Source: an optimization exercise on an open RTL-to-GDS flow (aim: small area, a short achievable clock period and few clock cycles). Production flows keep margins and buffers that such runs may drop. Only simulation tests tie the RTL to the original design; equivalence was not proved. Power and IR drop assume default switching activity.

File: design.v
`timescale 1ns/1ps
module cpu_core (
    input  logic        clk,
    input  logic        rst,
    input  logic [15:0] instr_in,
    output logic [15:0] pc,
    output logic        dmem_req_valid,
    output logic        dmem_req_store,
    output logic [15:0] dmem_req_addr,
    output logic [15:0] dmem_req_wdata,
    input  logic        dmem_rsp_credit,
    input  logic [15:0] dmem_rsp_rdata
);
    logic [1:0]  cls;
    logic [2:0]  op, dst;
    logic [4:0]  low;
    logic [7:0]  s1, sb;       
    logic        ir_valid;
    logic        credit_q;
    logic        ld_pending;
    logic [2:0]  ld_dst;
    logic [15:0] regs [8];
    logic        clr;
    logic [2:0] f_rb;
    assign f_rb = (instr_in[15:14] == 2'b10) ? instr_in[10:8] : instr_in[4:2];
    logic [15:0] imm;
    assign imm = {{11{low[4]}}, low};
    logic is_alu, is_mem, is_jmp, is_ld;
    assign is_alu = ~cls[1];
    assign is_mem = cls[1] & ~cls[0] & (op[2:1] == 2'b00);
    assign is_ld  = is_mem & ~op[0];
    assign is_jmp = cls[1] & cls[0];
    logic use_s1, use_sb, use_dst;
    assign use_s1  = is_alu | is_mem | (is_jmp & ~op[2]);
    assign use_sb  = (cls == 2'b00) | is_mem | (is_jmp & ~op[2]);
    assign use_dst = is_alu | is_ld;
    logic [15:0] a, rbv;
    always_comb begin
        a   = '0;
        rbv = '0;
        for (int i = 0; i < 8; i++) begin
            a   = a   | (regs[i] & {16{s1[i]}});
            rbv = rbv | (regs[i] & {16{sb[i]}});
        end
    end
    logic [15:0] b;
    logic [2:0]  aop;
    logic        sub;
    logic [15:0] sum;
    logic [15:0] res;
    assign b   = cls == 2'b00 ? rbv : imm;
    assign aop = is_alu ? op : 3'd0;
    assign sub = (aop == 3'd1) | (aop == 3'd7);
    assign sum = a + (sub ? ~b : b) + {15'd0, sub};
    always_comb begin
        case (aop)
            3'd0, 3'd1: res = sum;
            3'd2: res = a & b;
            3'd3: res = a | b;
            3'd4: res = a ^ b;
            3'd5: res = a << b[3:0];
            3'd6: res = a >> b[3:0];
            default: res = {15'd0, (a[15] ^ b[15]) ? a[15] : sum[15]};
        endcase
    end
    logic cond, taken;
    always_comb begin
        case (op)
            3'd0: cond = 1'b1;
            3'd1: cond = (a == 16'd0);
            3'd2: cond = (a != 16'd0);
            3'd3: cond = a[15];
            default: cond = 1'b0;
        endcase
    end
    assign taken = ir_valid & is_jmp & cond;
    logic [7:0] ld_oh;
    always_comb begin
        ld_oh = '0;
        ld_oh[ld_dst] = 1'b1;
    end
    logic haz, avail, ld_wr, stall, issue, e_wr;
    assign haz   = ld_pending & ((use_s1 & |(s1 & ld_oh)) |
                                 (use_sb & |(sb & ld_oh)) |
                                 (use_dst & (dst == ld_dst)));
    assign avail = (credit_q & ~dmem_req_valid) | dmem_rsp_credit;
    assign ld_wr = ld_pending & dmem_rsp_credit;
    assign e_wr  = ir_valid & is_alu;
    assign stall = ir_valid & (haz | (is_mem & ~avail) | (is_alu & ld_wr));
    assign issue = ir_valid & is_mem & ~haz & avail;
    logic [7:0]  we;
    logic [2:0]  wa;
    logic [15:0] wd;
    logic        ld_sel, alu_sel;
    assign wa      = ld_wr ? ld_dst : dst;
    assign ld_sel  = ld_wr & ~clr;
    assign alu_sel = ~ld_wr & ~clr;
    assign wd      = ({16{ld_sel}} & dmem_rsp_rdata) | ({16{alu_sel}} & res);
    always_comb begin
        for (int i = 0; i < 8; i++)
            we[i] = clr | ((ld_wr | (e_wr & ~haz)) & (wa == 3'(i)));
    end
    always_ff @(posedge clk) begin
        for (int i = 0; i < 8; i++)
            if (we[i]) regs[i] <= wd;
    end
    always_ff @(posedge clk or posedge rst) begin
        if (rst) clr <= 1'b1;
        else     clr <= 1'b0;
    end
    always_ff @(posedge clk or posedge rst) begin
        if (rst) begin
            pc       <= '0;
            ir_valid <= 1'b0;
        end else if (!stall) begin
            pc       <= taken ? rbv : pc + 16'd1;
            ir_valid <= ~taken;
        end
    end
    always_ff @(posedge clk) begin
        if (!stall) begin
            cls <= instr_in[15:14];
            op  <= instr_in[13:11];
            dst <= instr_in[10:8];
            low <= instr_in[4:0];
            for (int i = 0; i < 8; i++) begin
                s1[i] <= (instr_in[7:5] == 3'(i));
                sb[i] <= (f_rb == 3'(i));
            end
        end
    end
    always_ff @(posedge clk or posedge rst) begin
        if (rst) begin
            dmem_req_valid <= 1'b0;
            credit_q       <= 1'b1;
            ld_pending     <= 1'b0;
        end else begin
            dmem_req_valid <= issue;
            credit_q       <= avail & ~issue;
            if (issue) ld_pending <= is_ld;
            else if (dmem_rsp_credit) ld_pending <= 1'b0;
        end
    end
    always_ff @(posedge clk) begin
        dmem_req_store <= op[0];
        dmem_req_addr  <= sum;
        dmem_req_wdata <= rbv;
        if (issue) ld_dst <= dst;
    end
endmodule
File: standard.sh
#!/bin/bash
# synth_recipe.tcl (not shown) runs the flow's synth.tcl, then flattens the netlist and writes it again
# the make line also repeats each setting of config.mk as NAME=value (left out here)
make -C /OpenROAD-flow-scripts/flow DESIGN_CONFIG=/design/flow/config.mk WORK_HOME=/design/flow/orfs CLKGATE_MAP_FILE= SYNTH_SCRIPT=/design/flow/synth_recipe.tcl "${@:-finish}"
File: constraint.sdc
create_clock -name core_clock -period 10.0 [get_ports {clk}]
set_input_delay 2.0000 -clock core_clock [delete_from_list [all_inputs] [get_ports {clk}]]
set_output_delay 2.0000 -clock core_clock [all_outputs]
set_load 0.01 [all_outputs]
File: flow/run.sh
#!/bin/bash
set -euo pipefail
MARGIN=${MARGIN:-6.1}
bash standard.sh \
  SETUP_SLACK_MARGIN=$MARGIN \
  "BUFFER_PORTS_ARGS=-buffer_cell sky130_fd_sc_hd__buf_1" \
  finish > flow_make.log 2>&1
File: config.mk
export PLATFORM = sky130hd
export DESIGN_NAME = cpu_core
export DESIGN_NICKNAME = cpu_core
export VERILOG_FILES = /design/flow/design.v
export SDC_FILE = /design/flow/constraint.sdc
export NUM_CORES = 4
export LEC_CHECK = 0
export CAP_MARGIN = 20
export CORE_MARGIN = 2
export CORE_UTILIZATION = 40
export SLEW_MARGIN = 20
==> results of run 1 <==
==> per-stage QoR <==
step           hold slack [ns]  cells  util, %  total power, mW
2_1_floorplan           0.3656   1177        -            1.998
3_3_place_gp            0.5375   1594    42.40            2.427
3_5_place_dp            0.5526   1594    42.40            2.431
4_1_cts                 0.5676   1724    48.63            3.436
5_1_grt                 0.6022   1766    50.60            3.760
6_report                0.5698   1767    50.61            3.612
==> cells by family (layout without fill, tap and decap cells) <==
group | count (synthesis) | count (layout) | synth area share, %
mux | 32 | 34 | 2.791
other cells | 1 | 2 | 0.03064
simple gates | 313 | 313 | 13.32
compound gates | 386 | 386 | 22.06
xor+xnor | 33 | 33 | 2.362
fa+ha+maj | 52 | 52 | 5.378
flops | 214 | 214 | 48.97
buf+inv | 146 | 337 | 5.081
==> power groups by stage <==
stage	registers, mW	logic (mW)	clock network, mW
2_1_floorplan	1.38	0.623	0
3_3_place_gp	1.40	1.03	0
3_5_place_dp	1.40	1.03	0
4_1_cts	1.37	1.21	0.853
5_1_grt	1.40	1.47	0.893
6_report	1.38	1.39	0.845
==> repair_timing <==
item / 4_1_cts / 5_1_grt
buffers inserted: 84 / 42
hold endpoints to repair: 0 / 0
cloned: 4 / 0
endpoints found under the setup margin: 213 / 268
resized for setup: 89 / 59
pin swaps: 25 / 33
==> critical path: stages (launching register included) <==
cell,delay [ns]
edfxtp_1,0.55
a22oi_2,0.21
nand4_1,0.22
mux2_4,0.39
clkinv_4,0.07
buf_12,0.10
xnor2_4,0.08
ha_4,0.28
nand2_4,0.05
or4b_4,0.51
buf_4,0.16
a31oi_1,0.19
nor2b_1,0.11
xnor2_2,0.16
buf_4,0.16
nand2_1,0.08
a31oi_4,0.35
==> layout by cell type, fill, tap and decap left out, drive strengths merged, types with 11 or more instances in the layout <==
cell    netlist  routed
inv          59      59
dfxtp        33      33
clkinv        1      13
nor3         55      55
nand2b       11      11
edfxtp      160     160
dfrtp        19      19
mux2i        24      24
o31ai        11      11
nand3        21      21
clkbuf       65      26
nor2         54      54
o21ai        62      62
ha           51      51
or3          13      13
nand4        41      41
buf          21     233
a31oi        14      14
a22oi       147     147
nand2        64      64
a211oi       19      19
a21oi        52      52
xnor2        27      27
==> metal layers <==
metal  vias to the layer above  GRT usage [%]  routed length (um)
met5                         -              0                   0
met1                      5573          36.83               17670
li1                       4930              -                   -
met2                       846          46.70               21610
met3                       193          7.146                5410
met4                         0          16.09                3039
==> path summary, 6_finish.rpt <==
path | slack (ns) | from | endpoint | depth (start not counted)
hold / removal | 0.57 | pc[14] | pc[14] | 2
setup reg to reg | 6.10 | sb[7] | regs[4][5] | 16
min in group asynchronous | 1.60 | rst | pc[6] | 2
hold reg to reg | 0.57 | pc[14] | pc[14] | 2
max in group asynchronous | 7.88 | rst | dmem_req_valid | 2
setup / recovery | 6.10 | sb[7] | regs[4][5] | 16
==> cell type report <==
cell class	instances	area (um2)
clock buffer	26	618.1
multi-input combinational	819	6231
sequential	214	5993
inverter	60	234.0
timing repair buffer	235	1653
clock inverter	16	131.4
tap	396	495.5
antenna	1	2.502
fill	2671	14990
==> flip-flops by register name (all words and copies together) (netlist names) <==
register        count
low                 5
op                  3
regs              128
dmem_req_addr      16
pc                 16
sb                  8
dst                 3
s1                  8
ir_valid            1
cls                 2
clr                 1
credit_q            1
dmem_req_store      1
dmem_req_wdata     16
dmem_req_valid      1
ld_pending          1
ld_dst              3
==> cell usage after synthesis, drive strengths merged, types with 6 or more instances <==
master / instances / area (um2)
nand3: 21 / 105.1
xnor2: 27 / 236.5
o31ai: 11 / 82.58
a22o: 7 / 61.31
buf: 21 / 152.7
clkbuf: 65 / 244.0
dfxtp: 33 / 660.6
nand2: 64 / 240.2
and3: 9 / 56.30
a41oi: 6 / 60.06
inv: 59 / 221.5
a22oi: 147 / 1104
a211oi: 19 / 142.6
a21oi: 52 / 271.5
ha: 51 / 638.1
xor2: 6 / 52.55
nor4: 9 / 62.56
edfxtp: 160 / 4805
nor3: 55 / 275.3
a31oi: 14 / 93.84
nor2b: 6 / 37.54
o21bai: 8 / 63.81
o21ai: 62 / 310.3
a221oi: 9 / 78.83
nand4: 41 / 256.5
dfrtp: 19 / 475.5
nor3b: 8 / 60.06
or3: 13 / 81.33
o211ai: 6 / 45.04
mux2i: 24 / 240.2
nand2b: 11 / 68.82
nor2: 54 / 202.7
mux2: 8 / 101.3
==> flow_summary.yaml, run 1 <==
outcome:
  status: "complete, no violations"
setup_path:
  endpoint_kind: "flip-flop"
  setup.worst_path.start_class: "flip-flop"
  timing_worst_setup_path_type: "flip-flop to flip-flop"
  worstPathRequired_ns: 10.34
  path_max_fanout: 8
  critPathArrivalTime_ns: 4.24
synth:
  synth_cells: 1177
  synth_edf_count: 160
  postSynthAreaPerCell_um2: 10.40
  synth_ff_type: "edfxtp_1"
  yosysUniqueCellTypes: 80
  seq_area_frac_synth_pct: 48.97
  yosysWarnings: 2
  synth_nets: 1264
  synth-seq-cells: 214
  netlist_area_mm2: 0.01224
  ys_async_sr_fraction_pct: 9.813
timing:
  worst_pin_slew_ns: 0.8782
  setup_viol: 0
  skew_ns: 0.01641
  drv_slew: 0
  setup_tns_ns: 0
  rsz0062_at_grt: "yes"
  fmax_mhz: 256.2
  fin_crit_sh_pct: 39.04
  layout_setup_ws_ns: 6.096
  relSlewSlack_pct: 41.45
  fin_crit_ns: 3.904
  hold_violations: 0
power:
  power.static_leakage_nw: 5.751
  seq_power_share_pct: 38.2
  irDropWorstVdd_mv: 0.1365
  p_int_mw: 2.217
  comb_power_share_pct: 38.4
  power_switching_mw: 1.394
  powerDensity_mw_per_mm2: 235.2
  swShare_pct: 38.61
  clkPwrFrac_pct: 23.4
clock_network:
  clk_pin_slew_ns: 0.06
  cts_root_buf: "clkbuf_16"
  clk_path_buf_depth: 3
  cts.htree.levels: 1
  clk_latency_ns: 0.55
  cts-buffers-inserted: 24
  cts_hold_buf: 0
  cts_tree: "built"
  clock-sinks: 214
final_layout:
  drive_above_1_share_pct: 22.12
  fin_area_mm2: 0.01536
  syn2layout_area_growth_pct: 25.50
  final_nets: 1441
drt:
  final_antenna_net_count: 0
  via_count: 11540
  wl_per_cell_um: 27.01
  via_per_inst: 6.532
  drc_errors: 0
  first_iter_violations: 1818
  first_pass_iters: 5
  wirelength_um: 47730
global_route:
  first_global_vias: 10850
  grt_max_degree: 62
  grt_first_pass_wirelength_um: 69130
  grtUsageTotal_pct: 29.41
  antenna_found_initial: 1
  overflow: 0
die:
  start_util_pct: 40.32
  pin_count: 85
  fp.dieH_um: 178.9
  dieArea_mm2: 0.03201
  rows: 64
  die_width_um: 178.9
  coreArea_mm2: 0.03035
place:
  gp_congestion: 1.019
  dp_slack_ns: 4.488
  hpwl_um: 30440
  port_buffers: 84
  place_area_mm2: 0.01287
flow_run:
  maxCapViolations: 0
worst_hold_path:
  hp-class: "flip-flop to flip-flop"
Testbench counts, summed over its fixed seeds: cycles 43,778.
==> run 2: changes to the inputs <==
--- a/config.mk
+++ b/config.mk
@@ -9,3 +9,4 @@
 export CORE_MARGIN = 2
-export CORE_UTILIZATION = 40
+export CORE_UTILIZATION = 60
+export CTS_BUF_LIST = sky130_fd_sc_hd__clkbuf_4
 export SLEW_MARGIN = 20
==> flow_summary.yaml, run 2 <==
outcome:
  status: "complete, no violations"
clock_network:
  cts_root_buf: "clkbuf_4"
  clk_latency_ns: 0.70
  cts-buffers-inserted: 52
  clk_path_buf_depth: 3
  clk_pin_slew_ns: 0.07
  clock-sinks: 214
  cts.htree.levels: 2
  cts_tree: "built"
setup_path:
  timing_worst_setup_path_type: "flip-flop to flip-flop"
  cp_slowest_cell: "nor4bb_1"
  ff2ff_path_depth: 8
  path_max_fanout: 12
  r2r_start: "op[0]"
  setup.worst_path.start_class: "flip-flop"
  rrSetupSlack_ns: 6.05
  rr_endpoint: "regs[0][14]"
  critPathMostFrequentCell: "nand2_1"
  crit_chain: "nor4bb_1, nand2_1, o22ai_2, nand2_1, or4_1, a41oi_1, a211o_1, a21o_2"
  endpoint_kind: "flip-flop"
  max_stage_delay_ns: 0.84
  critPathArrivalTime_ns: 4.44
  worstPathRequired_ns: 10.49
global_route:
  grt_first_pass_wirelength_um: 66790
  grtUsageMet2_pct: 62.37
  overflow: 0
  gr-max-usage-layer: "met2"
  antenna_found_initial: 2
  use_met3_pct: 12.58
  first_global_vias: 11050
  grt_max_degree: 62
  use_met1_pct: 54.03
  grtUsageTotal_pct: 41.52
timing:
  setup_viol: 0
  fin_crit_ns: 3.950
  rsz0062_at_grt: "yes"
  drv_slew: 0
  hold_violations: 0
  fmax_mhz: 253.2
  relSlewSlack_pct: 28.77
  skew_ns: 0.04242
  setup_tns_ns: 0
  fin_crit_sh_pct: 39.50
  worst_pin_slew_ns: 1.060
  layout_setup_ws_ns: 6.050
final_layout:
  final_common_cell: "edfxtp_1"
  finalNonFillerCells: 1682
  regMostFlops: "regs"
  syn2layout_area_growth_pct: 20.70
  final_cell_mix: "160 x edfxtp_1, 137 x a22oi_1, 122 x buf_4, 84 x buf_1, 72 x clkbuf_4"
  fillerInstances: 1415
  largest_register_ffs: 128
  final_nets: 1456
  drive_above_1_share_pct: 22.32
place:
  placed_cells: 1461
  gp_congestion: 1.092
  dp_slack_ns: 4.691
  port_buffers: 84
  hpwl_um: 28520
power:
  irDropWorstVdd_mv: 0.1741
  total_power_mw: 3.391
  powerDensity_mw_per_mm2: 229.6
  power.static_leakage_nw: 5.634
synth:
  synth_top_cell_by_area: "edfxtp_1"
  netlist_area_mm2: 0.01224
  synthTopCellsByArea: "edfxtp_1 39%, a22oi_1 9.0%, dfxtp_1 5.4%, ha_1 5.2%, dfrtp_1 3.9%"
  synth_nets: 1264
  synth-seq-cells: 214
  synth_ff_type: "edfxtp_1"
  yosysWarnings: 2
  seq_area_frac_synth_pct: 48.97
  synth_edf_count: 160
  yosys.area.top_type_share_pct: 39.26
  yosysUniqueCellTypes: 80
  synth_most_common_cell: "edfxtp_1"
  ys_async_sr_fraction_pct: 9.813
  synth_cells: 1177
  ys_top_cells_by_count: "160 x edfxtp_1, 147 x a22oi_1, 65 x clkbuf_1"
  postSynthAreaPerCell_um2: 10.40
worst_hold_path:
  min_to: "pc[15]"
  min_from: "pc[15]"
  holdPathStages: 2
  hp-class: "flip-flop to flip-flop"
die:
  die_width_um: 146.8
  pin_count: 85
  rows: 52
  dieArea_mm2: 0.02155
  fp.dieH_um: 146.8
  coreArea_mm2: 0.02010
  start_util_pct: 60.87
drt:
  first_iter_violations: 2087
  via_count: 11960
  first_pass_iters: 9
  drc_errors: 0
  wl_per_cell_um: 27.58
  wirelength_um: 46400
  final_antenna_net_count: 0
  via_per_inst: 7.109
flow_run:
  maxCapViolations: 0
-- run 2: changes by cell type in the layout (fill, tap and decap cells not counted), moves of 4 or more --
cell       delta
a21oi_2       +6
a21oi_4       -4
buf_4        -10
clkbuf_16    -23
clkbuf_4     +72
clkinv_1     +13
nor3_1        +4
nor3_2        -4
-- run 2: per-stage QoR --
step           hold slack, ns  area (um2)  util [%]
5_1_grt                0.6013       14770     73.48
2_1_floorplan          0.3656       12250         -
3_5_place_dp           0.5476       12670     63.00
3_3_place_gp           0.5355       12660     62.96
4_1_cts                0.5574       14160     70.41
6_report               0.5509       14770     73.48
-- run 2: worst max-delay path: cells and delay by family (launching register included) --
family / cells / cell delay [ns]
and+or+nand+nor: 4 / 1.98
AOI/OAI and AO/OA: 4 / 1.13
DFF: 1 / 0.64
-- run 2: power by group --
group	leakage (nW)	switching (mW)	internal, mW
Clock	0.398	0.359	0.362
Combinational	3.04	0.826	0.469
Sequential	2.19	0.145	1.23
Total	5.63	1.33	2.06
-- run 2: logic make-up (layout without fill, tap and decap cells) --
| logic type | count (synthesis) | in the layout | share of synthesized area, % |
|---|---|---|---|
| muxes | 32 | 34 | 2.791 |
| adders and majority gates | 52 | 52 | 5.378 |
| DFF | 214 | 214 | 48.97 |
| buffers and inverters | 146 | 378 | 5.081 |
| xor gates and xnor gates | 33 | 33 | 2.362 |
| AOI/OAI and AO/OA | 386 | 386 | 22.06 |
| other | 1 | 2 | 0.03064 |
| and+or+nand+nor | 313 | 313 | 13.32 |
-- run 2: what timing repair did --
action,in CTS,in global routing
resized for setup,54,55
gates cloned,3,1
pin swaps,16,24
buffers inserted,73,47
setup endpoints to repair,255,269
hold buffers,0,0
-- run 2: layout make-up --
cell class	instances	area [um2]	area share (%)
multi-input cells	819	6051	40.96
flip-flops and latches	214	5993	40.57
repair buffers	221	1481	10.03
clock buffers	72	540.5	3.659
well taps	270	337.8	2.287
inverters	60	231.5	1.567
clock inverters	24	128.9	0.8724
repair inverters	1	5.005	0.03388
diodes	1	2.502	0.01694
-- run 2: how the worst max path moves through the flow --
stage | start | endpoint | slack (ns) | cells past startpoint
final | op[0] | regs[0][14] | 6.05 | 8
after global placement | cls[1] | regs[0][15] | 4.90 | 12
after detailed placement | cls[1] | regs[6][0] | 4.69 | 12
after global routing | sb[7] | regs[7][8] | 6.01 | 16
after CTS | sb[1] | regs[4][8] | 6.11 | 16
after floorplan | dmem_rsp_credit | regs[7][0] | 5.87 | 5
-- run 2: routing by layer --
metal / part of all wire [%] / vias up
met2: 44 / 1054
met4: 6.9 / 2
met5: 0.034 / -
met1: 35 / 5591
li1: - / 5009
met3: 15 / 301
==> run 3: changes to the inputs <==
--- a/design.v
+++ b/design.v
@@ -53,3 +53,23 @@
     assign sub = (aop == 3'd1) | (aop == 3'd7);
-    assign sum = a + (sub ? ~b : b) + {15'd0, sub};
+    logic [15:0] bx, kp, kg;
+    assign bx = b ^ {16{sub}};
+    always_comb begin
+        logic [15:0] p, g, pn, gn;
+        p = a ^ bx;
+        g = a & bx;
+        g[0] = g[0] | (p[0] & sub);
+        kp = p;
+        for (int d = 1; d < 16; d = d * 2) begin
+            gn = g;
+            pn = p;
+            for (int i = d; i < 16; i++) begin
+                gn[i] = g[i] | (p[i] & g[i-d]);
+                pn[i] = p[i] & p[i-d];
+            end
+            g = gn;
+            p = pn;
+        end
+        kg = g;
+    end
+    assign sum = kp ^ {kg[14:0], sub};
     always_comb begin
--- a/flow/run.sh
+++ b/flow/run.sh
@@ -2,3 +2,3 @@
 set -euo pipefail
-MARGIN=${MARGIN:-6.1}
+MARGIN=${MARGIN:-6.3}
 bash standard.sh \
--- a/config.mk
+++ b/config.mk
@@ -9,4 +9,4 @@
 export CORE_MARGIN = 2
-export CORE_UTILIZATION = 60
-export CTS_BUF_LIST = sky130_fd_sc_hd__clkbuf_4
+export CORE_UTILIZATION = 45
+export CTS_BUF_LIST = sky130_fd_sc_hd__clkbuf_8
 export SLEW_MARGIN = 20
==> flow_summary.yaml, run 3 <==
flow_run:
  maxCapViolations: 0
drt:
  wl_per_cell_um: 27.95
  drc_errors: 0
  via_per_inst: 6.714
  wirelength_um: 49410
  final_antenna_net_count: 0
  first_iter_violations: 1684
  via_count: 11870
  first_pass_iters: 6
setup_path:
  rrSetupSlack_ns: 6.04
  setup.worst_path.start_class: "flip-flop"
  endpoint_kind: "flip-flop"
  critPathArrivalTime_ns: 4.22
  r2r_start: "sb[7]"
  worstPathRequired_ns: 10.26
  cp_slowest_cell: "a221o_2"
  timing_worst_setup_path_type: "flip-flop to flip-flop"
  path_max_fanout: 8
  rr_endpoint: "regs[7][6]"
  ff2ff_path_depth: 15
  max_stage_delay_ns: 0.49
  crit_chain: "buf_12, a22oi_2, nand4_1, buf_6, and3_1, nor3_4, fa_2, nor2b_1, o21a_1, o21ai_2, nand2_2, a21oi_2, xor2_1, o221ai_2, a221o_2"
power:
  powerDensity_mw_per_mm2: 251.7
  irDropWorstVdd_mv: 0.1186
  clkPwrFrac_pct: 19.2
  comb_power_share_pct: 44.3
  seq_power_share_pct: 36.5
  total_power_mw: 3.980
  p_int_mw: 2.385
  swShare_pct: 40.09
  power_switching_mw: 1.596
  power.static_leakage_nw: 6.141
clock_network:
  clk_pin_slew_ns: 0.07
  clk_latency_ns: 0.57
  cts_root_buf: "clkbuf_8"
  cts_tree: "built"
  clk_path_buf_depth: 3
  cts-buffers-inserted: 38
  clock-sinks: 214
  cts.htree.levels: 2
  cts_hold_buf: 0
synth:
  synth_edf_count: 160
  synth_compound_area_share_pct: 22.47
  yosysWarnings: 2
  yosysUniqueCellTypes: 84
  synth_cells: 1154
  ys_async_sr_fraction_pct: 9.813
  netlist_area_mm2: 0.01229
  synthTopCellsByArea: "edfxtp_1 39%, a22oi_1 8.6%, dfxtp_1 5.4%, ha_1 5.3%, dfrtp_1 3.9%"
  synth_nets: 1242
  synthSimpleGateAreaFrac_pct: 12.83
  yosys.area.top_type_share_pct: 39.09
  synth-seq-cells: 214
  synth_xor_area_share_pct: 2.484
  ys_top_cells_by_count: "160 x edfxtp_1, 140 x a22oi_1, 60 x a21oi_1"
  synth_fa_ha_area_share_pct: 5.456
  synthMuxAreaShare_pct: 2.565
  postSynthAreaPerCell_um2: 10.65
  synth_top_cell_by_area: "edfxtp_1"
  seq_area_frac_synth_pct: 48.76
  synth_most_common_cell: "edfxtp_1"
  synth_top_family_by_area: "compound AO/OA/AOI/OAI gates"
  synth_ff_type: "edfxtp_1"
global_route:
  overflow: 0
  grt_max_degree: 34
  grt_first_pass_wirelength_um: 68690
  grtUsageTotal_pct: 32.45
  antenna_found_initial: 0
  first_global_vias: 10970
die:
  pin_count: 85
  dieArea_mm2: 0.02865
  fp.dieH_um: 169.3
  coreArea_mm2: 0.02688
  rows: 60
  die_width_um: 169.3
  start_util_pct: 45.74
worst_hold_path:
  holdPathStages: 2
  hp-class: "flip-flop to flip-flop"
  min_from: "pc[15]"
  min_to: "pc[15]"
final_layout:
  multi_input_area_mm2: 0.006269
  fillerInstances: 2233
  antenna_cells: 0
  final_common_cell: "edfxtp_1"
  regMostFlops: "regs"
  largest_register_ffs: 128
  final_cell_mix: "160 x edfxtp_1, 139 x buf_4, 125 x a22oi_1, 84 x buf_1, 64 x inv_1"
  syn2layout_area_growth_pct: 28.67
  drive_above_1_share_pct: 27.47
  finalNonFillerCells: 1768
  seqCellArea_mm2: 0.005993
  final_nets: 1491
place:
  placed_cells: 1517
  port_buffers: 84
  hpwl_um: 29470
  gp_congestion: 0.9787
timing:
  hold_violations: 0
  fin_crit_ns: 3.961
  fmax_mhz: 252.5
  worst_pin_slew_ns: 0.9244
  setup_tns_ns: 0
  drv_slew: 0
  skew_ns: 0.02750
  setup_viol: 0
  fin_crit_sh_pct: 39.61
  relSlewSlack_pct: 37.85
  rsz0062_at_grt: "yes"
outcome:
  status: "complete, no violations"
## run 3: cell count changes in the layout (fill, tap and decap cells not counted), sizes merged, moves of 9 or more
| cell | delta |
|---|---|
| inv | +9 |
| clkinv | -10 |
| buf | +63 |
| a21o | +10 |
| clkbuf | -34 |
## run 3: critical path, delay by kind of cell (launching register included)
kind            cells  cell delay [ns]
simple gates        5             0.85
compound gates      6             1.46
fa+ha+maj           1             0.29
buf+inv             2             0.36
xor+xnor            1             0.23
flops               1             0.47
## run 3: worst max-delay path by stage
stage	start	end	slack [ns]
floorplan	sb[1]	regs[0][14]	6.31
global placement	sb[2]	regs[2][5]	4.92
detailed placement	sb[0]	regs[5][5]	4.80
CTS	ld_dst[1]	regs[3][8]	6.12
global route	sb[1]	regs[0][8]	5.95
finish	sb[7]	regs[7][6]	6.04
## run 3: final cells by class
class / instances / area share (%)
Clock buffer: 39 / 3.394
Inverter: 60 / 1.527
Sequential cell: 214 / 37.89
Tap cell: 341 / 2.698
Timing Repair Buffer: 283 / 13.93
Clock inverter: 25 / 0.9256
Multi-Input combinational cell: 806 / 39.63
## run 3: logic make-up (layout without fill, tap and decap cells)
logic type | Yosys count | after routing
AND/OR/NAND/NOR | 297 | 297
other | 1 | 1
multiplexers | 30 | 32
adder cells (fa/ha/maj) | 53 | 53
AO/OA/AOI/OAI | 387 | 389
XOR/XNOR | 34 | 34
flip-flops | 214 | 214
buffers and inverters | 138 | 407
## run 3: power by group through the flow
stage	clock network, mW	logic, mW	registers (mW)
after global routing	0.812	1.85	1.47
after CTS	0.769	1.47	1.43
final	0.764	1.76	1.45
after floorplan	0	0.762	1.43
after detailed placement	0	1.19	1.46
after global placement	0	1.19	1.47
## run 3: layer usage
layer / routed length, um / vias up / part of all wire [%] / global-route usage [%]
li1: - / 5006 / - / -
met1: 18640 / 5719 / 38 / 43.07
met2: 21750 / 936 / 44 / 48.32
met3: 5602 / 209 / 11 / 7.206
met4: 3419 / 0 / 6.9 / 20.36
met5: 0 / - / 0 / 0
## run 3: per-stage QoR
stage / utilization (%) / hold slack [ns] / cell area, um2 / setup WS [ns]
floorplan: - / 0.4040 / 12330 / 6.305
CTS: 54.81 / 0.5748 / 14730 / 6.121
global route: 58.85 / 0.6026 / 15820 / 5.950
detailed placement: 47.47 / 0.5661 / 12760 / 4.796
finish: 58.85 / 0.5716 / 15820 / 6.039
global placement: 47.47 / 0.5411 / 12760 / 4.922
## run 3: repair_timing
item,4_1_cts,5_1_grt
endpoints found under the hold margin,0,0
pin swaps,42,56
setup buffers,119,64
gates resized for setup,99,108
gates cloned,2,2
endpoints found under the setup margin,271,291
Testbench counts of run 3, summed over its fixed seeds: cycles 43,778.
==> run 4: changes to the inputs <==
==> flow/run.sh (replaced) <==
#!/bin/bash
# Standard layout (the standard flow's synthesis, constraints and steps) with three
# changes to how it is made:
#  - port buffers are buf_1 cells instead of the default choice;
#  - up to clock-tree synthesis, timing repair aims for a setup margin of
#    M1 ns, so the resizer improves the critical paths below the 10 ns clock;
set -euo pipefail
M1=6.2
M2=5.8
BUF="BUFFER_PORTS_ARGS=-buffer_cell sky130_fd_sc_hd__buf_1"
bash standard.sh SETUP_SLACK_MARGIN=$M1 "$BUF" cts > flow_make_1.log 2>&1
bash standard.sh SETUP_SLACK_MARGIN=$M2 "$BUF" finish > flow_make_2.log 2>&1
--- a/config.mk
+++ b/config.mk
@@ -9,3 +9,3 @@
 export CORE_MARGIN = 2
-export CORE_UTILIZATION = 45
+export CORE_UTILIZATION = 50
 export CTS_BUF_LIST = sky130_fd_sc_hd__clkbuf_8
==> flow_summary.yaml, run 4 <==
power:
  power.static_leakage_nw: 5.778
  comb_power_share_pct: 39.9
  clkPwrFrac_pct: 22.4
  power_switching_mw: 1.479
  irDropWorstVdd_mv: 0.1498
  p_int_mw: 2.328
  total_power_mw: 3.807
  seq_power_share_pct: 37.7
  swShare_pct: 38.84
  powerDensity_mw_per_mm2: 257.2
die:
  start_util_pct: 50.69
  die_width_um: 160.8
  pin_count: 85
  coreArea_mm2: 0.02425
  rows: 57
  dieArea_mm2: 0.02585
  fp.dieH_um: 160.8
timing:
  drv_slew: 0
  fmax_mhz: 250.9
  fin_crit_ns: 3.986
  hold_violations: 0
  setup_tns_ns: 0
  worst_pin_slew_ns: 0.8521
  rsz0062_at_grt: "no"
  layout_setup_ws_ns: 6.014
  setup_viol: 0
  fin_crit_sh_pct: 39.86
  relSlewSlack_pct: 43.13
  skew_ns: 0.03654
flow_run:
  maxCapViolations: 0
drt:
  drc_errors: 0
  first_pass_iters: 6
  wl_per_cell_um: 26.69
  wirelength_um: 45080
  via_per_inst: 6.710
  via_count: 11330
  first_iter_violations: 1651
  final_antenna_net_count: 0
final_layout:
  final_cell_mix: "160 x edfxtp_1, 137 x a22oi_1, 121 x buf_4, 84 x buf_1, 71 x inv_1"
  fin_area_mm2: 0.01480
  drive_above_1_share_pct: 20.76
  syn2layout_area_growth_pct: 20.43
  regMostFlops: "regs"
  final_nets: 1422
  largest_register_ffs: 128
  final_common_cell: "edfxtp_1"
synth:
  yosys.area.top_type_share_pct: 39.09
  postSynthAreaPerCell_um2: 10.65
  ys_async_sr_fraction_pct: 9.813
  synth_edf_count: 160
  synth_nets: 1242
  ys_top_cells_by_count: "160 x edfxtp_1, 140 x a22oi_1, 60 x a21oi_1"
  synth_top_cell_by_area: "edfxtp_1"
  synthTopCellsByArea: "edfxtp_1 39%, a22oi_1 8.6%, dfxtp_1 5.4%, ha_1 5.3%, dfrtp_1 3.9%"
  yosysUniqueCellTypes: 84
  netlist_area_mm2: 0.01229
  synth_most_common_cell: "edfxtp_1"
  synth-seq-cells: 214
  yosysWarnings: 2
  synth_cells: 1154
  synth_ff_type: "edfxtp_1"
  seq_area_frac_synth_pct: 48.76
clock_network:
  cts.htree.levels: 2
  clock-sinks: 214
  cts-buffers-inserted: 38
  cts_hold_buf: 0
  clk_latency_ns: 0.56
  cts_tree: "built"
  clk_path_buf_depth: 3
  clk_pin_slew_ns: 0.06
  cts_root_buf: "clkbuf_8"
global_route:
  first_global_vias: 10830
  overflow: 0
  grtUsageTotal_pct: 34.26
  grt_first_pass_wirelength_um: 66360
  grt_max_degree: 63
  antenna_found_initial: 2
place:
  place_area_mm2: 0.01274
  port_buffers: 84
  dp_slack_ns: 4.614
  gp_congestion: 1.027
  hpwl_um: 28710
setup_path:
  setup.worst_path.start_class: "flip-flop"
  worstPathRequired_ns: 10.28
  path_max_fanout: 8
  endpoint_kind: "flip-flop"
  critPathArrivalTime_ns: 4.27
  timing_worst_setup_path_type: "flip-flop to flip-flop"
worst_hold_path:
  hp-class: "flip-flop to flip-flop"
outcome:
  status: "complete, no violations"
## run 4: cell types whose count changed in the layout (fill, tap and decap cells not counted), moves of 6 or more
cell      before  now
a22oi_1      125  137
a22oi_2       19    7
buf_12        18    6
clkinv_1       8    0
o21ai_0       34   40
buf_4        139  121
buf_6         39    5
o21ai_2       19    9
inv_1         64   71
## run 4: power by group through the flow
stage,combinational [mW],sequential (mW),clock (mW)
detailed placement,1.19,1.46,0
CTS,1.46,1.43,0.869
global placement,1.18,1.47,0
floorplan,0.758,1.43,0
finish,1.52,1.44,0.853
global route,1.61,1.46,0.903
## run 4: timing repair
item | CTS | global route
setup buffers | 114 | 0
endpoints found under the hold margin | 0 | 0
resized for setup | 91 | 0
setup endpoints to repair | 268 | 0
## run 4: cell type report
| cell class | count | area [um2] |
|---|---|---|
| Sequential cell | 214 | 5993 |
| Timing Repair Buffer | 216 | 1400 |
| Inverter | 60 | 236.5 |
| Fill cell | 2055 | 9445 |
| Tap cell | 324 | 405.4 |
| Clock buffer | 44 | 605.6 |
| Antenna cell | 2 | 5.005 |
| Multi-Input combinational cell | 804 | 5961 |
| Clock inverter | 25 | 196.4 |
## run 4: worst paths after layout
check,startpoint,to,slack (ns),depth (start not counted)
min in group asynchronous,rst,pc[4],1.60,2
max reg2reg,sb[7],regs[1][14],6.01,17
max in group asynchronous,rst,dmem_req_valid,7.87,2
min reg2reg,pc[15],pc[15],0.55,2
min,pc[15],pc[15],0.55,2
max,sb[7],regs[1][14],6.01,17
## run 4: cells by family after synthesis
| logic type | synth area share (%) |
|---|---|
| compound gates | 22.47 |
| xor+xnor | 2.484 |
| fa+ha+maj | 5.456 |
| buf+inv | 5.415 |
| flops | 48.76 |
| mux | 2.565 |
| other cells | 0.03051 |
| simple gates | 12.83 |
## run 4: metrics by stage
stage / hold WS (ns) / utilization [%] / std cells
final: 0.5476 / 61.05 / 1689
after global routing: 0.5926 / 61.03 / 1687
after CTS: 0.5558 / 61.03 / 1687
after global placement: 0.5349 / 52.54 / 1502
after floorplan: 0.4040 / - / 1154
after detailed placement: 0.5420 / 52.54 / 1502
## run 4: worst max-delay path, cell delays in order, from the launching register on
cell	delay [ns]
edfxtp_1	0.45
buf_6	0.17
a22oi_1	0.21
nand4_1	0.31
mux2_4	0.41
inv_2	0.09
xnor2_2	0.12
inv_1	0.09
fa_2	0.39
nor2b_1	0.13
o21a_1	0.17
o21ai_2	0.08
a31o_4	0.25
a311oi_4	0.30
o21ai_1	0.11
a31oi_1	0.22
a22oi_2	0.07
buf_4	0.17
## run 4: per-layer routing
metal	up-vias	global-route usage, %	wire length (um)	share of wire (%)
met4	0	17.37	2491	5.5
met2	865	50.31	18990	42
met3	173	10.10	5839	13
met5	-	0	0	0
li1	4878	-	-	-
met1	5418	46.30	17750	39
==> run 5: changes to the inputs <==
--- a/design.v
+++ b/design.v
@@ -53,23 +53,3 @@
     assign sub = (aop == 3'd1) | (aop == 3'd7);
-    logic [15:0] bx, kp, kg;
-    assign bx = b ^ {16{sub}};
-    always_comb begin
-        logic [15:0] p, g, pn, gn;
-        p = a ^ bx;
-        g = a & bx;
-        g[0] = g[0] | (p[0] & sub);
-        kp = p;
-        for (int d = 1; d < 16; d = d * 2) begin
-            gn = g;
-            pn = p;
-            for (int i = d; i < 16; i++) begin
-                gn[i] = g[i] | (p[i] & g[i-d]);
-                pn[i] = p[i] & p[i-d];
-            end
-            g = gn;
-            p = pn;
-        end
-        kg = g;
-    end
-    assign sum = kp ^ {kg[14:0], sub};
+    assign sum = a + (sub ? ~b : b) + {15'd0, sub};
     always_comb begin
==> flow_summary.yaml, run 5 <==
synth:
  synth_ff_type: "edfxtp_1"
  synth_edf_count: 160
  synth_cells: 1177
  yosysWarnings: 2
  synth-seq-cells: 214
  synthTopCellsByArea: "edfxtp_1 39%, a22oi_1 9.0%, dfxtp_1 5.4%, ha_1 5.2%, dfrtp_1 3.9%"
  netlist_area_mm2: 0.01224
  ys_top_cells_by_count: "160 x edfxtp_1, 147 x a22oi_1, 65 x clkbuf_1"
  seq_area_frac_synth_pct: 48.97
  yosys.area.top_type_share_pct: 39.26
  ys_async_sr_fraction_pct: 9.813
  synth_nets: 1264
  synth_most_common_cell: "edfxtp_1"
  synth_top_cell_by_area: "edfxtp_1"
  postSynthAreaPerCell_um2: 10.40
  yosysUniqueCellTypes: 80
drt:
  wirelength_um: 45730
  drc_errors: 0
  via_count: 11280
  first_pass_iters: 6
  wl_per_cell_um: 27.46
  via_per_inst: 6.777
  final_antenna_net_count: 0
  first_iter_violations: 1627
clock_network:
  cts-buffers-inserted: 37
  cts_hold_buf: 0
  clk_pin_slew_ns: 0.07
  cts_tree: "built"
  cts_root_buf: "clkbuf_8"
  clk_path_buf_depth: 3
  clock-sinks: 214
  cts.htree.levels: 2
  clk_latency_ns: 0.57
setup_path:
  setup.worst_path.start_class: "flip-flop"
  timing_worst_setup_path_type: "flip-flop to flip-flop"
  rr_endpoint: "regs[5][4]"
  path_max_fanout: 18
  rrSetupSlack_ns: 6.04
  critPathArrivalTime_ns: 4.08
  critPathLaunch: "sb[7]"
  r2r_start: "sb[7]"
  worstPathRequired_ns: 10.12
  ff2ff_path_depth: 14
  endpoint_kind: "flip-flop"
power:
  powerDensity_mw_per_mm2: 232.6
  p_int_mw: 2.014
  total_power_mw: 3.331
  swShare_pct: 39.54
  seq_power_share_pct: 41.4
  comb_power_share_pct: 36.2
  power.static_leakage_nw: 5.346
  clkPwrFrac_pct: 22.4
  power_switching_mw: 1.317
  irDropWorstVdd_mv: 0.1554
global_route:
  antenna_found_initial: 2
  grt_first_pass_wirelength_um: 67850
  grtUsageTotal_pct: 35.33
  grt_max_degree: 43
  overflow: 0
  first_global_vias: 10990
timing:
  hold_slack_ns: 0.5511
  setup_tns_ns: 0
  fin_crit_sh_pct: 39.57
  relSlewSlack_pct: 41.31
  hold_violations: 0
  fin_crit_ns: 3.957
  rsz0062_at_grt: "no"
  fmax_mhz: 252.7
  worst_pin_slew_ns: 0.8737
  setup_viol: 0
  drv_slew: 0
  skew_ns: 0.03451
flow_run:
  maxCapViolations: 0
final_layout:
  drive_above_1_share_pct: 16.27
  final_nets: 1398
  largest_register_ffs: 128
  syn2layout_area_growth_pct: 17.02
  final_common_cell: "edfxtp_1"
  final_cell_mix: "160 x edfxtp_1, 144 x a22oi_1, 87 x buf_4, 84 x buf_1, 67 x inv_1"
  regMostFlops: "regs"
worst_hold_path:
  holdPathStages: 2
  min_from: "pc[15]"
  min_to: "pc[15]"
  hp-class: "flip-flop to flip-flop"
place:
  port_buffers: 84
  hpwl_um: 29880
  gp_congestion: 1.038
die:
  start_util_pct: 50.62
  rows: 57
  fp.dieH_um: 160.4
  pin_count: 85
  coreArea_mm2: 0.02418
  dieArea_mm2: 0.02574
  die_width_um: 160.4
outcome:
  status: "complete, no violations"
run 5: cell count changes in the layout (fill, tap and decap cells not counted), sizes merged, moves of 7 or more:
cell,previous run,this run
buf,216,178
and3,17,9
o21bai,1,8
a222oi,7,0
clkinv,7,15
a21oi,60,52
a21o,13,4
run 5: worst max-delay path: stages (launching register included):
cell,delay [ns]
edfxtp_1,0.52
buf_4,0.25
a22oi_1,0.26
a41oi_2,0.16
buf_6,0.20
nor2_2,0.16
o21ai_1,0.13
fa_2,0.43
a21oi_2,0.21
o21bai_1,0.10
xor2_1,0.17
a21oi_1,0.25
o221ai_1,0.21
nand2_1,0.10
nand3_1,0.36
run 5: area by class of cell:
type | count | area, um2
antenna | 1 | 2.502
clock buffer | 40 | 550.5
clock inverter | 28 | 138.9
fill | 2120 | 9856
inverter | 60 | 234.0
multi-input combinational | 819 | 5924
sequential | 214 | 5993
tap | 324 | 405.4
timing repair buffer | 178 | 1067
timing repair inverter | 1 | 5.005
run 5: routing by layer:
layer  part of all wire (%)  GRT usage, %
met1                     38         45.61
met2                     44         55.05
met3                     11         7.309
met4                    6.7         21.25
met5                      0             0
run 5: worst max path at each step:
stage                              to  slack (ns)  depth (start not counted)
after floorplan            regs[5][0]        5.90                          5
after global placement     regs[3][8]        4.78                         13
after detailed placement   regs[3][8]        4.69                         14
after CTS                  regs[2][8]        6.18                         15
after global routing      regs[6][14]        5.86                         14
final                      regs[5][4]        6.04                         14
run 5: cell families after synthesis:
kind of cell	share of synthesized area, %
compound gates	22.06
simple gates	13.32
flops	48.97
buf+inv	5.081
fa+ha+maj	5.378
xor+xnor	2.362
mux	2.791
other cells	0.03064
run 5: repair_timing:
| action | in CTS | in global routing |
|---|---|---|
| endpoints found under the setup margin | 237 | 0 |
| buffers inserted | 70 | 0 |
| resized for setup | 67 | 0 |
run 5: power groups by stage:
stage	Clock [mW]	Sequential [mW]	Combinational [mW]
after floorplan	0	1.38	0.623
after global placement	0	1.40	1.02
after CTS	0.761	1.37	1.16
after global routing	0.799	1.40	1.28
after detailed placement	0	1.40	1.02
final	0.748	1.38	1.21
run 5: metrics by stage:
stage	std cells	setup slack [ns]	instance area [um2]	util [%]
5_1_grt	1664	5.859	14320	59.22
3_3_place_gp	1522	4.783	12790	52.89
6_report	1665	6.043	14320	59.24
2_1_floorplan	1177	5.897	12260	-
4_1_cts	1664	6.178	14320	59.22
3_5_place_dp	1523	4.688	12800	52.93
Testbench counts of run 5, summed over its fixed seeds: cycles 43,778.
==> run 6: changes to the inputs <==
==> flow/run.sh (replaced) <==
#!/bin/bash
# Standard layout (the standard flow's synthesis, constraints and steps) with these
# changes to how it is made:
#  - port buffers are buf_1 cells instead of the default choice;
#  - up to clock-tree synthesis, timing repair aims for a setup margin of
#    M1 ns, so the resizer improves the critical paths below the 10 ns clock;
#    it repairs the worst path only (TNS_END_PERCENT 0), since only the
#    worst slack counts;
set -euo pipefail
M1=6.3
M2=5.9
BUF="BUFFER_PORTS_ARGS=-buffer_cell sky130_fd_sc_hd__buf_1"
bash standard.sh SETUP_SLACK_MARGIN=$M1 TNS_END_PERCENT=0 "$BUF" cts > flow_make_1.log 2>&1
bash standard.sh SETUP_SLACK_MARGIN=$M2 TNS_END_PERCENT=0 "$BUF" finish > flow_make_2.log 2>&1
--- a/config.mk
+++ b/config.mk
@@ -10,3 +10,5 @@
 export CORE_UTILIZATION = 50
-export CTS_BUF_LIST = sky130_fd_sc_hd__clkbuf_8
+export CTS_BUF_LIST = sky130_fd_sc_hd__clkbuf_16
+export CTS_CLUSTER_DIAMETER = 120
+export CTS_CLUSTER_SIZE = 25
 export SLEW_MARGIN = 20
==> flow_summary.yaml, run 6 <==
outcome:
  status: "complete, no violations"
worst_hold_path:
  min_from: "pc[15]"
  holdPathStages: 2
  hp-class: "flip-flop to flip-flop"
power:
  clkPwrFrac_pct: 18.1
  swShare_pct: 39.91
  p_int_mw: 1.881
  seq_power_share_pct: 43.9
  powerDensity_mw_per_mm2: 224.3
  power.static_leakage_nw: 5.160
  total_power_mw: 3.130
  irDropWorstVdd_mv: 0.1843
  comb_power_share_pct: 38.0
  power_switching_mw: 1.249
global_route:
  grtUsageTotal_pct: 34.47
  grt_max_degree: 62
  grt_first_pass_wirelength_um: 66400
  antenna_found_initial: 0
  overflow: 0
  first_global_vias: 10260
clock_network:
  clk_path_buf_depth: 3
  cts_tree: "built"
  clock-sinks: 214
  cts_root_buf: "clkbuf_16"
  cts.htree.levels: 1
  clk_latency_ns: 0.51
  cts-buffers-inserted: 13
  clk_pin_slew_ns: 0.10
  cts_hold_buf: 0
synth:
  synth_edf_count: 160
  synth_most_common_cell: "edfxtp_1"
  yosysWarnings: 2
  synth_xor_area_share_pct: 2.362
  synth_fa_ha_area_share_pct: 5.378
  yosysUniqueCellTypes: 80
  synth_compound_area_share_pct: 22.06
  synthTopCellsByArea: "edfxtp_1 39%, a22oi_1 9.0%, dfxtp_1 5.4%, ha_1 5.2%, dfrtp_1 3.9%"
  ys_top_cells_by_count: "160 x edfxtp_1, 147 x a22oi_1, 65 x clkbuf_1"
  synth_top_cell_by_area: "edfxtp_1"
  yosys.area.top_type_share_pct: 39.26
  seq_area_frac_synth_pct: 48.97
  synth-seq-cells: 214
  ys_async_sr_fraction_pct: 9.813
  synth_ff_type: "edfxtp_1"
  synth_cells: 1177
  synthSimpleGateAreaFrac_pct: 13.32
  synthMuxAreaShare_pct: 2.791
  synth_top_family_by_area: "compound AO/OA/AOI/OAI gates"
  netlist_area_mm2: 0.01224
  postSynthAreaPerCell_um2: 10.40
  synth_nets: 1264
drt:
  drc_errors: 0
  via_per_inst: 6.830
  first_iter_violations: 1669
  first_pass_iters: 6
  wirelength_um: 45060
  via_count: 11000
  final_antenna_net_count: 0
  wl_per_cell_um: 27.98
timing:
  drv_slew: 0
  layout_setup_ws_ns: 5.774
  fin_crit_sh_pct: 42.26
  rsz0062_at_grt: "yes"
  fin_crit_ns: 4.226
  relSlewSlack_pct: 15.23
  fmax_mhz: 236.6
  setup_tns_ns: 0
  skew_ns: 0.02317
  setup_viol: 0
  worst_pin_slew_ns: 1.262
  hold_violations: 0
final_layout:
  largest_register_ffs: 128
  syn2layout_area_growth_pct: 14.02
  final_nets: 1365
  fin_util_pct: 57.71
  drive_above_1_share_pct: 12.84
  regMostFlops: "regs"
  final_common_cell: "edfxtp_1"
  final_cell_mix: "160 x edfxtp_1, 145 x a22oi_1, 84 x buf_1, 76 x buf_4, 63 x inv_1"
place:
  gp_congestion: 0.9992
  dp_slack_ns: 5.002
  hpwl_um: 29900
  port_buffers: 84
setup_path:
  ff2ff_path_depth: 12
  timing_worst_setup_path_type: "flip-flop to flip-flop"
  worstPathRequired_ns: 10.23
  path_max_fanout: 8
  r2r_start: "s1[7]"
  critPathLaunch: "s1[7]"
  setup.worst_path.start_class: "flip-flop"
  critPathArrivalTime_ns: 4.45
  endpoint_kind: "flip-flop"
die:
  die_width_um: 160.4
  start_util_pct: 50.62
  coreArea_mm2: 0.02418
  fp.dieH_um: 160.4
  dieArea_mm2: 0.02574
  rows: 57
  pin_count: 85
flow_run:
  maxCapViolations: 0
==> run 6: cell count changes in the layout (fill, tap and decap cells not counted), moves of 4 or more <==
cell and delta:
clkbuf_8 -40, clkbuf_16 +13, buf_4 -11, clkinv_2 -7, clkinv_1 -6, clkinvlp_4 -5
inv_1 -4
==> run 6: worst paths after layout <==
path,slack [ns],to
setup reg to reg,5.77,regs[4][13]
hold / removal,0.57,pc[15]
min in group asynchronous,1.63,ir_valid
setup / recovery,5.77,regs[4][13]
hold reg to reg,0.57,pc[15]
max in group asynchronous,7.85,dmem_req_valid
==> run 6: layer usage <==
metal	up-vias	track usage, %	wire [um]
met5	-	0	0
met4	0	16.95	2855
met3	181	7.541	5227
met2	787	53.76	19960
met1	5261	45.75	17010
li1	4767	-	-
==> run 6: timing repair <==
item,in CTS,in global routing
cloned,3,0
setup buffers,57,0
endpoints found under the setup margin,266,231
pin swaps,19,0
resized for setup,58,5
==> run 6: power by group through the flow <==
stage / clock [mW] / combinational (mW) / sequential (mW)
global route: 0.599 / 1.27 / 1.39
finish: 0.567 / 1.19 / 1.37
CTS: 0.571 / 1.14 / 1.37
floorplan: 0 / 0.623 / 1.38
detailed placement: 0 / 1.02 / 1.40
global placement: 0 / 1.03 / 1.40
==> run 6: critical path, stage by stage, from the launching register on <==
cell and delay (ns):
edfxtp_1 0.53, buf_4 0.22, buf_4 0.15, a22oi_1 0.16, nand4_1 0.48, ha_1 0.56
nand2_1 0.09, or4b_4 0.57, a31oi_4 0.25, o21bai_4 0.11, a21oi_2 0.20, xor2_2 0.12
a221o_2 0.50
==> run 6: logic make-up after synthesis <==
kind of cell / after synthesis
buffers and inverters: 146
AND/OR/NAND/NOR: 313
adder cells (fa/ha/maj): 52
flip-flops: 214
multiplexers: 32
XOR/XNOR: 33
other: 1
AO/OA/AOI/OAI: 386
==> run 6: cell type report <==
cell class / instances / area, um2
Tap cell: 324 / 405.4
Clock inverter: 9 / 68.82
Antenna cell: 1 / 2.502
Clock buffer: 13 / 325.3
Fill cell: 2081 / 10220
Timing Repair Buffer: 171 / 1081
Multi-Input combinational cell: 818 / 5844
Sequential cell: 214 / 5993
Inverter: 60 / 232.7
==> run 6: per-stage QoR <==
stage                     std cells  instance area [um2]  hold WS [ns]
after floorplan                1177                12260        0.3656
after global placement         1527                12820        0.5376
after detailed placement       1527                12820        0.5490
after CTS                      1609                13920        0.5727
after global routing           1609                13950        0.5974
final                          1610                13950        0.5731
==> run 7: changes to the inputs <==
--- a/design.v
+++ b/design.v
@@ -53,3 +53,23 @@
     assign sub = (aop == 3'd1) | (aop == 3'd7);
-    assign sum = a + (sub ? ~b : b) + {15'd0, sub};
+    logic [15:0] bx, kp, kg;
+    assign bx = b ^ {16{sub}};
+    always_comb begin
+        logic [15:0] p, g, pn, gn;
+        p = a ^ bx;
+        g = a & bx;
+        g[0] = g[0] | (p[0] & sub);
+        kp = p;
+        for (int d = 1; d < 16; d = d * 2) begin
+            gn = g;
+            pn = p;
+            for (int i = d; i < 16; i++) begin
+                gn[i] = g[i] | (p[i] & g[i-d]);
+                pn[i] = p[i] & p[i-d];
+            end
+            g = gn;
+            p = pn;
+        end
+        kg = g;
+    end
+    assign sum = kp ^ {kg[14:0], sub};
     always_comb begin
--- a/config.mk
+++ b/config.mk
@@ -10,5 +10,3 @@
 export CORE_UTILIZATION = 50
-export CTS_BUF_LIST = sky130_fd_sc_hd__clkbuf_16
-export CTS_CLUSTER_DIAMETER = 120
-export CTS_CLUSTER_SIZE = 25
+export CTS_BUF_LIST = sky130_fd_sc_hd__clkbuf_8
 export SLEW_MARGIN = 20
==> flow_summary.yaml, run 7 <==
outcome:
  status: "complete, no violations"
power:
  comb_power_share_pct: 38.0
  irDropWorstVdd_mv: 0.1670
  total_power_mw: 3.625
  p_int_mw: 2.199
  clkPwrFrac_pct: 22.3
  power.static_leakage_nw: 5.408
  seq_power_share_pct: 39.6
  power_switching_mw: 1.425
  swShare_pct: 39.32
  powerDensity_mw_per_mm2: 255.4
die:
  pin_count: 85
  die_width_um: 160.8
  dieArea_mm2: 0.02585
  coreArea_mm2: 0.02425
  fp.dieH_um: 160.8
  rows: 57
  start_util_pct: 50.69
final_layout:
  largest_register_ffs: 128
  antenna_cells: 0
  finalNonFillerCells: 1631
  fillerInstances: 2117
  regMostFlops: "regs"
  fin_area_mm2: 0.01419
  final_common_cell: "edfxtp_1"
  final_cell_mix: "160 x edfxtp_1, 137 x a22oi_1, 84 x buf_1, 69 x buf_4, 66 x inv_1"
  syn2layout_area_growth_pct: 15.47
  drive_above_1_share_pct: 16.53
  final_nets: 1366
clock_network:
  cts_root_buf: "clkbuf_8"
  clk_latency_ns: 0.54
  clk_path_buf_depth: 3
  clk_pin_slew_ns: 0.06
  clock-sinks: 214
  cts_tree: "built"
  cts-buffers-inserted: 37
  cts.htree.levels: 2
setup_path:
  path_max_fanout: 16
  endpoint_kind: "flip-flop"
  timing_worst_setup_path_type: "flip-flop to flip-flop"
  setup.worst_path.start_class: "flip-flop"
  worstPathRequired_ns: 10.25
  critPathArrivalTime_ns: 4.31
timing:
  rsz0062_at_grt: "yes"
  fin_crit_sh_pct: 40.58
  setup_tns_ns: 0
  worst_pin_slew_ns: 0.9401
  relSlewSlack_pct: 36.67
  fmax_mhz: 246.4
  hold_violations: 0
  skew_ns: 0.03126
  drv_slew: 0
  fin_crit_ns: 4.058
  setup_viol: 0
place:
  placed_cells: 1504
  place_area_mm2: 0.01276
  gp_congestion: 0.9570
  hpwl_um: 28550
  port_buffers: 84
global_route:
  grt_first_pass_wirelength_um: 64190
  grt_max_degree: 63
  first_global_vias: 10300
  overflow: 0
  antenna_found_initial: 0
  grtUsageTotal_pct: 33.10
drt:
  first_pass_iters: 7
  drc_errors: 0
  via_count: 10890
  wirelength_um: 43300
  wl_per_cell_um: 26.55
  final_antenna_net_count: 0
  via_per_inst: 6.674
  first_iter_violations: 1508
flow_run:
  maxCapViolations: 0
synth:
  ys_top_cells_by_count: "160 x edfxtp_1, 140 x a22oi_1, 60 x a21oi_1"
  seq_area_frac_synth_pct: 48.76
  synth-seq-cells: 214
  synth_most_common_cell: "edfxtp_1"
  yosysWarnings: 2
  yosysUniqueCellTypes: 84
  synth_edf_count: 160
  synth_cells: 1154
  ys_async_sr_fraction_pct: 9.813
  synth_ff_type: "edfxtp_1"
  yosys.area.top_type_share_pct: 39.09
  synth_nets: 1242
  postSynthAreaPerCell_um2: 10.65
  synthTopCellsByArea: "edfxtp_1 39%, a22oi_1 8.6%, dfxtp_1 5.4%, ha_1 5.3%, dfrtp_1 3.9%"
  synth_top_cell_by_area: "edfxtp_1"
  netlist_area_mm2: 0.01229
worst_hold_path:
  hp-class: "flip-flop to flip-flop"
-- run 7: cell count changes after synthesis, moves of 8 or more --
cell / delta
a21o_1: +9
a21oi_1: +9
clkbuf_1: -30
and3_1: +8
-- run 7: path summary, 6_finish.rpt --
check	startpoint	end	slack (ns)	depth (start not counted)
setup / recovery	sb[2]	regs[0][15]	5.94	13
hold / removal	pc[15]	pc[15]	0.55	2
setup reg to reg	sb[2]	regs[0][15]	5.94	13
hold reg to reg	pc[15]	pc[15]	0.55	2
max in group asynchronous	rst	pc[0]	7.86	2
min in group asynchronous	rst	pc[6]	1.61	2
-- run 7: cells by family (layout without fill, tap and decap cells) --
family	Yosys count	after routing	share of synthesized area (%)
AO/OA/AOI/OAI	387	387	22.47
XOR/XNOR	34	34	2.484
other	1	1	0.03051
adder cells (fa/ha/maj)	53	53	5.456
AND/OR/NAND/NOR	297	297	12.83
buffers and inverters	138	289	5.415
flip-flops	214	214	48.76
multiplexers	30	32	2.565
-- run 7: per-stage QoR --
step	utilization, %	hold WS (ns)	setup WS (ns)
after floorplan	-	0.4040	6.252
after global placement	52.62	0.5348	4.978
after detailed placement	52.62	0.5407	4.804
after CTS	58.17	0.5539	6.118
after global routing	58.53	0.5797	5.861
final	58.53	0.5547	5.942
-- run 7: critical path, stage by stage, from the launching register on --
cell and delay [ns]:
edfxtp_1 0.41, buf_8 0.19, a22oi_1 0.18, nand4_1 0.51, o21ai_2 0.48, xnor2_1 0.11, ha_1 0.38, nand2_1 0.09
a21oi_1 0.05, o21ai_1 0.21, o21ai_0 0.12, o31a_1 0.36, xor2_1 0.20, a311o_2 0.47
-- run 7: power groups by stage --
stage | combinational, mW | sequential (mW) | clock (mW)
after global routing | 1.47 | 1.46 | 0.860
after CTS | 1.32 | 1.43 | 0.819
final | 1.38 | 1.44 | 0.810
after floorplan | 0.760 | 1.43 | 0
after global placement | 1.18 | 1.46 | 0
after detailed placement | 1.19 | 1.45 | 0
-- run 7: final cells by class --
type	count	area, um2	share of cell area, %
Sequential cell	214	5993	42.23
Multi-Input combinational cell	804	5877	41.41
Timing Repair Buffer	161	927.1	6.532
Clock buffer	42	578.1	4.073
Tap cell	324	405.4	2.856
Inverter	60	234.0	1.648
Clock inverter	26	178.9	1.261
-- run 7: timing repair --
action / CTS / global route
cloned: 2 / 0
hold buffers: 0 / 0
buffers inserted: 49 / 8
gates resized for setup: 66 / 9
endpoints found under the setup margin: 268 / 56
pin swaps: 24 / 8
-- run 7: routing by layer --
layer	routed length (um)	track usage, %
met1	17490	45.99
met2	18520	49.37
met3	5270	8.704
met4	2018	13.88
met5	0	0
Testbench counts of run 7, summed over its fixed seeds: cycles 43,778.
==> run 8: changes to the inputs <==
--- a/flow/run.sh
+++ b/flow/run.sh
@@ -13,2 +13,2 @@
 bash standard.sh SETUP_SLACK_MARGIN=$M1 TNS_END_PERCENT=0 "$BUF" cts > flow_make_1.log 2>&1
-bash standard.sh SETUP_SLACK_MARGIN=$M2 TNS_END_PERCENT=0 "$BUF" finish > flow_make_2.log 2>&1
+bash standard.sh SETUP_SLACK_MARGIN=$M2 TNS_END_PERCENT=0 "$BUF" RECOVER_POWER=100 finish > flow_make_2.log 2>&1
==> flow_summary.yaml, run 8 <==
synth:
  synth-seq-cells: 214
  synth_most_common_cell: "edfxtp_1"
  synth_top_cell_by_area: "edfxtp_1"
  yosysWarnings: 2
  yosysUniqueCellTypes: 84
  synth_edf_count: 160
  yosys.area.top_type_share_pct: 39.09
  seq_area_frac_synth_pct: 48.76
  ys_async_sr_fraction_pct: 9.813
  synth_cells: 1154
  ys_top_cells_by_count: "160 x edfxtp_1, 140 x a22oi_1, 60 x a21oi_1"
  netlist_area_mm2: 0.01229
  synthTopCellsByArea: "edfxtp_1 39%, a22oi_1 8.6%, dfxtp_1 5.4%, ha_1 5.3%, dfrtp_1 3.9%"
  synth_nets: 1242
  synth_ff_type: "edfxtp_1"
  postSynthAreaPerCell_um2: 10.65
final_layout:
  finalNonFillerCells: 1631
  antenna_cells: 0
  drive_above_1_share_pct: 13.08
  largest_register_ffs: 128
  fin_area_mm2: 0.01399
  final_cell_mix: "160 x edfxtp_1, 139 x a22oi_1, 81 x buf_1, 66 x inv_1, 58 x nand2_1"
  final_nets: 1366
  final_common_cell: "edfxtp_1"
  fin_util_pct: 57.68
  regMostFlops: "regs"
  syn2layout_area_growth_pct: 13.79
global_route:
  grt_max_degree: 63
  grtUsageTotal_pct: 33.10
  first_global_vias: 10300
  grt_first_pass_wirelength_um: 64190
  antenna_found_initial: 0
  overflow: 0
setup_path:
  path_max_fanout: 17
  critPathArrivalTime_ns: 5.97
  endpoint_kind: "flip-flop"
  setup.worst_path.start_class: "flip-flop"
  ff2ff_path_depth: 13
  worstPathRequired_ns: 10.22
  rrSetupSlack_ns: 4.25
  rr_endpoint: "regs[7][0]"
  crit_path_end: "regs[7][0]"
  critPathLaunch: "sb[4]"
  r2r_start: "sb[4]"
  timing_worst_setup_path_type: "flip-flop to flip-flop"
place:
  place_area_mm2: 0.01276
  placed_cells: 1504
  dp_slack_ns: 4.804
  hpwl_um: 28550
  gp_congestion: 0.9570
  port_buffers: 84
flow_run:
  maxCapViolations: 2
timing:
  drv_slew: 78
  setup_tns_ns: 0
  rsz0062_at_grt: "yes"
  layout_setup_ws_ns: 4.254
  fin_crit_ns: 5.746
  relSlewSlack_pct: -87.36
  setup_viol: 0
  fmax_mhz: 174.0
  worst_pin_slew_ns: 2.810
  fin_crit_sh_pct: 57.46
  skew_ns: 0.03446
  hold_violations: 0
clock_network:
  clk_latency_ns: 0.54
  cts-buffers-inserted: 37
  cts_root_buf: "clkbuf_8"
  cts_hold_buf: 0
  clk_pin_slew_ns: 0.06
  cts.htree.levels: 2
  cts_tree: "built"
  clk_path_buf_depth: 3
  clock-sinks: 214
die:
  die_width_um: 160.8
  start_util_pct: 50.69
  rows: 57
  fp.dieH_um: 160.8
  dieArea_mm2: 0.02585
  coreArea_mm2: 0.02425
  pin_count: 85
drt:
  via_per_inst: 6.661
  first_pass_iters: 7
  first_iter_violations: 1366
  wirelength_um: 43310
  wl_per_cell_um: 26.56
  via_count: 10860
  final_antenna_net_count: 0
  drc_errors: 0
power:
  irDropWorstVdd_mv: 0.1671
  powerDensity_mw_per_mm2: 256.3
  power.static_leakage_nw: 5.322
outcome:
  so_faults: "max-capacitance violations, max-slew violations"
  status: "finished with violations"
worst_hold_path:
  min_from: "pc[15]"
  holdPathStages: 2
  hp-class: "flip-flop to flip-flop"
==> run 8: cell count changes in the layout (fill, tap and decap cells not counted), sizes merged <==
cell / before / now
buf: 161 / 139
clkbuf: 42 / 64
==> run 8: repair_timing <==
item / 4_1_cts / 5_1_grt
setup buffers: 49 / 8
pin swaps: 24 / 8
resized for setup: 66 / 9
gates cloned: 2 / 0
endpoints found under the setup margin: 268 / 56
==> run 8: where the power goes <==
part,internal [mW],leakage (nW),switching [mW]
logic,0.458,2.71,0.880
clock network,0.441,0.418,0.368
registers,1.27,2.19,0.165
total,2.17,5.32,1.41
==> run 8: worst min path at each step <==
stage                endpoint  slack (ns)
2_1_floorplan  dmem_req_store        0.40
3_3_place_gp           pc[15]        0.53
3_5_place_dp           pc[15]        0.54
4_1_cts                pc[15]        0.55
5_1_grt                pc[15]        0.58
6_report               pc[15]        0.55
==> run 8: per-layer routing <==
metal  vias to the layer above  part of all wire, %  global-route usage [%]
met5                         -                    0                       0
met4                         0                  4.8                   13.88
met3                       131                   13                   8.704
met2                       760                   42                   49.37
met1                      5220                   40                   45.99
li1                       4753                    -                       -
==> run 8: area by class of cell <==
cell class,count,area (um2)
repair buffers,161,867.1
multi-input cells,804,5733
clock buffers,42,578.1
clock inverters,26,178.9
flip-flops and latches,214,5993
inverters,60,231.5
well taps,324,405.4
fillers,2155,10260
==> run 8: through the flow <==
step                power [mW]  hold WS (ns)
floorplan                2.188        0.4040
detailed placement       2.642        0.5407
finish                   3.585        0.5538
global route             3.751        0.5797
global placement         2.645        0.5348
CTS                      3.567        0.5539
==> run 8: kinds of logic after synthesis <==
| kind of cell | share of synthesized area (%) |
|---|---|
| AO/OA/AOI/OAI | 22.47 |
| XOR/XNOR | 2.484 |
| adder cells (fa/ha/maj) | 5.456 |
| buffers and inverters | 5.415 |
| flip-flops | 48.76 |
| multiplexers | 2.565 |
| other | 0.03051 |
| AND/OR/NAND/NOR | 12.83 |
==> run 8: worst max-delay path, cell delays in order (launching register included) <==
cell      delay (ns)
edfxtp_1        0.32
clkbuf_1        0.74
a22oi_1         0.31
clkbuf_4        0.23
a41oi_1         1.30
nor2_1          0.57
ha_1            0.45
nor3_1          0.17
a31oi_1         0.07
o21ai_0         0.18
a21oi_1         0.06
a211oi_1        0.27
a311oi_1        0.09
a211oi_1        0.66

port drivers added, routing unchanged:
Ports are ideal in the flow. The routed layouts listed here were re-timed in OpenROAD.
Step 1 assumes that a clkbuf_16 drives the clock port and a buf_2 every other input.
Step 2 times the ports against the registers' clock, not the clock port: input delays grow and output delays shrink by t, the midpoint of the rising clock arrivals with the driver on.
Three values: ideal ports, drivers, drivers and shift; two values: the first two.
run	shift t [ns]	setup WS [ns]	worst hold slack (ns)	worst register clock-pin slew, ns	worst slew at a driven data input, ns
run 1	0.587	6.096 / 6.096 / 5.603	0.570 / 0.570 / 0.570	0.07 / 0.07	0.04
run 2	0.724	6.050 / 6.050 / 5.535	0.551 / 0.551 / 0.551	0.08 / 0.08	0.05
run 3	0.597	6.039 / 6.039 / 5.792	0.572 / 0.572 / 0.572	0.07 / 0.07	0.05
run 4	0.582	6.014 / 6.014 / 5.880	0.548 / 0.548 / 0.548	0.08 / 0.08	0.04
run 5	0.592	6.043 / 6.043 / 5.591	0.551 / 0.551 / 0.551	0.07 / 0.07	0.04
run 6	0.550	5.774 / 5.774 / 5.526	0.573 / 0.573 / 0.573	0.10 / 0.10	0.04
run 7	0.567	5.942 / 5.942 / 5.835	0.555 / 0.555 / 0.555	0.07 / 0.07	0.04
run 8	0.569	4.254 / 4.254 / 4.254	0.554 / 0.554 / 0.554	0.07 / 0.07	0.03
For run 2, which loses most, drivers alone change the setup slack by 0.000 ns; drivers and shift together by -0.515 ns.
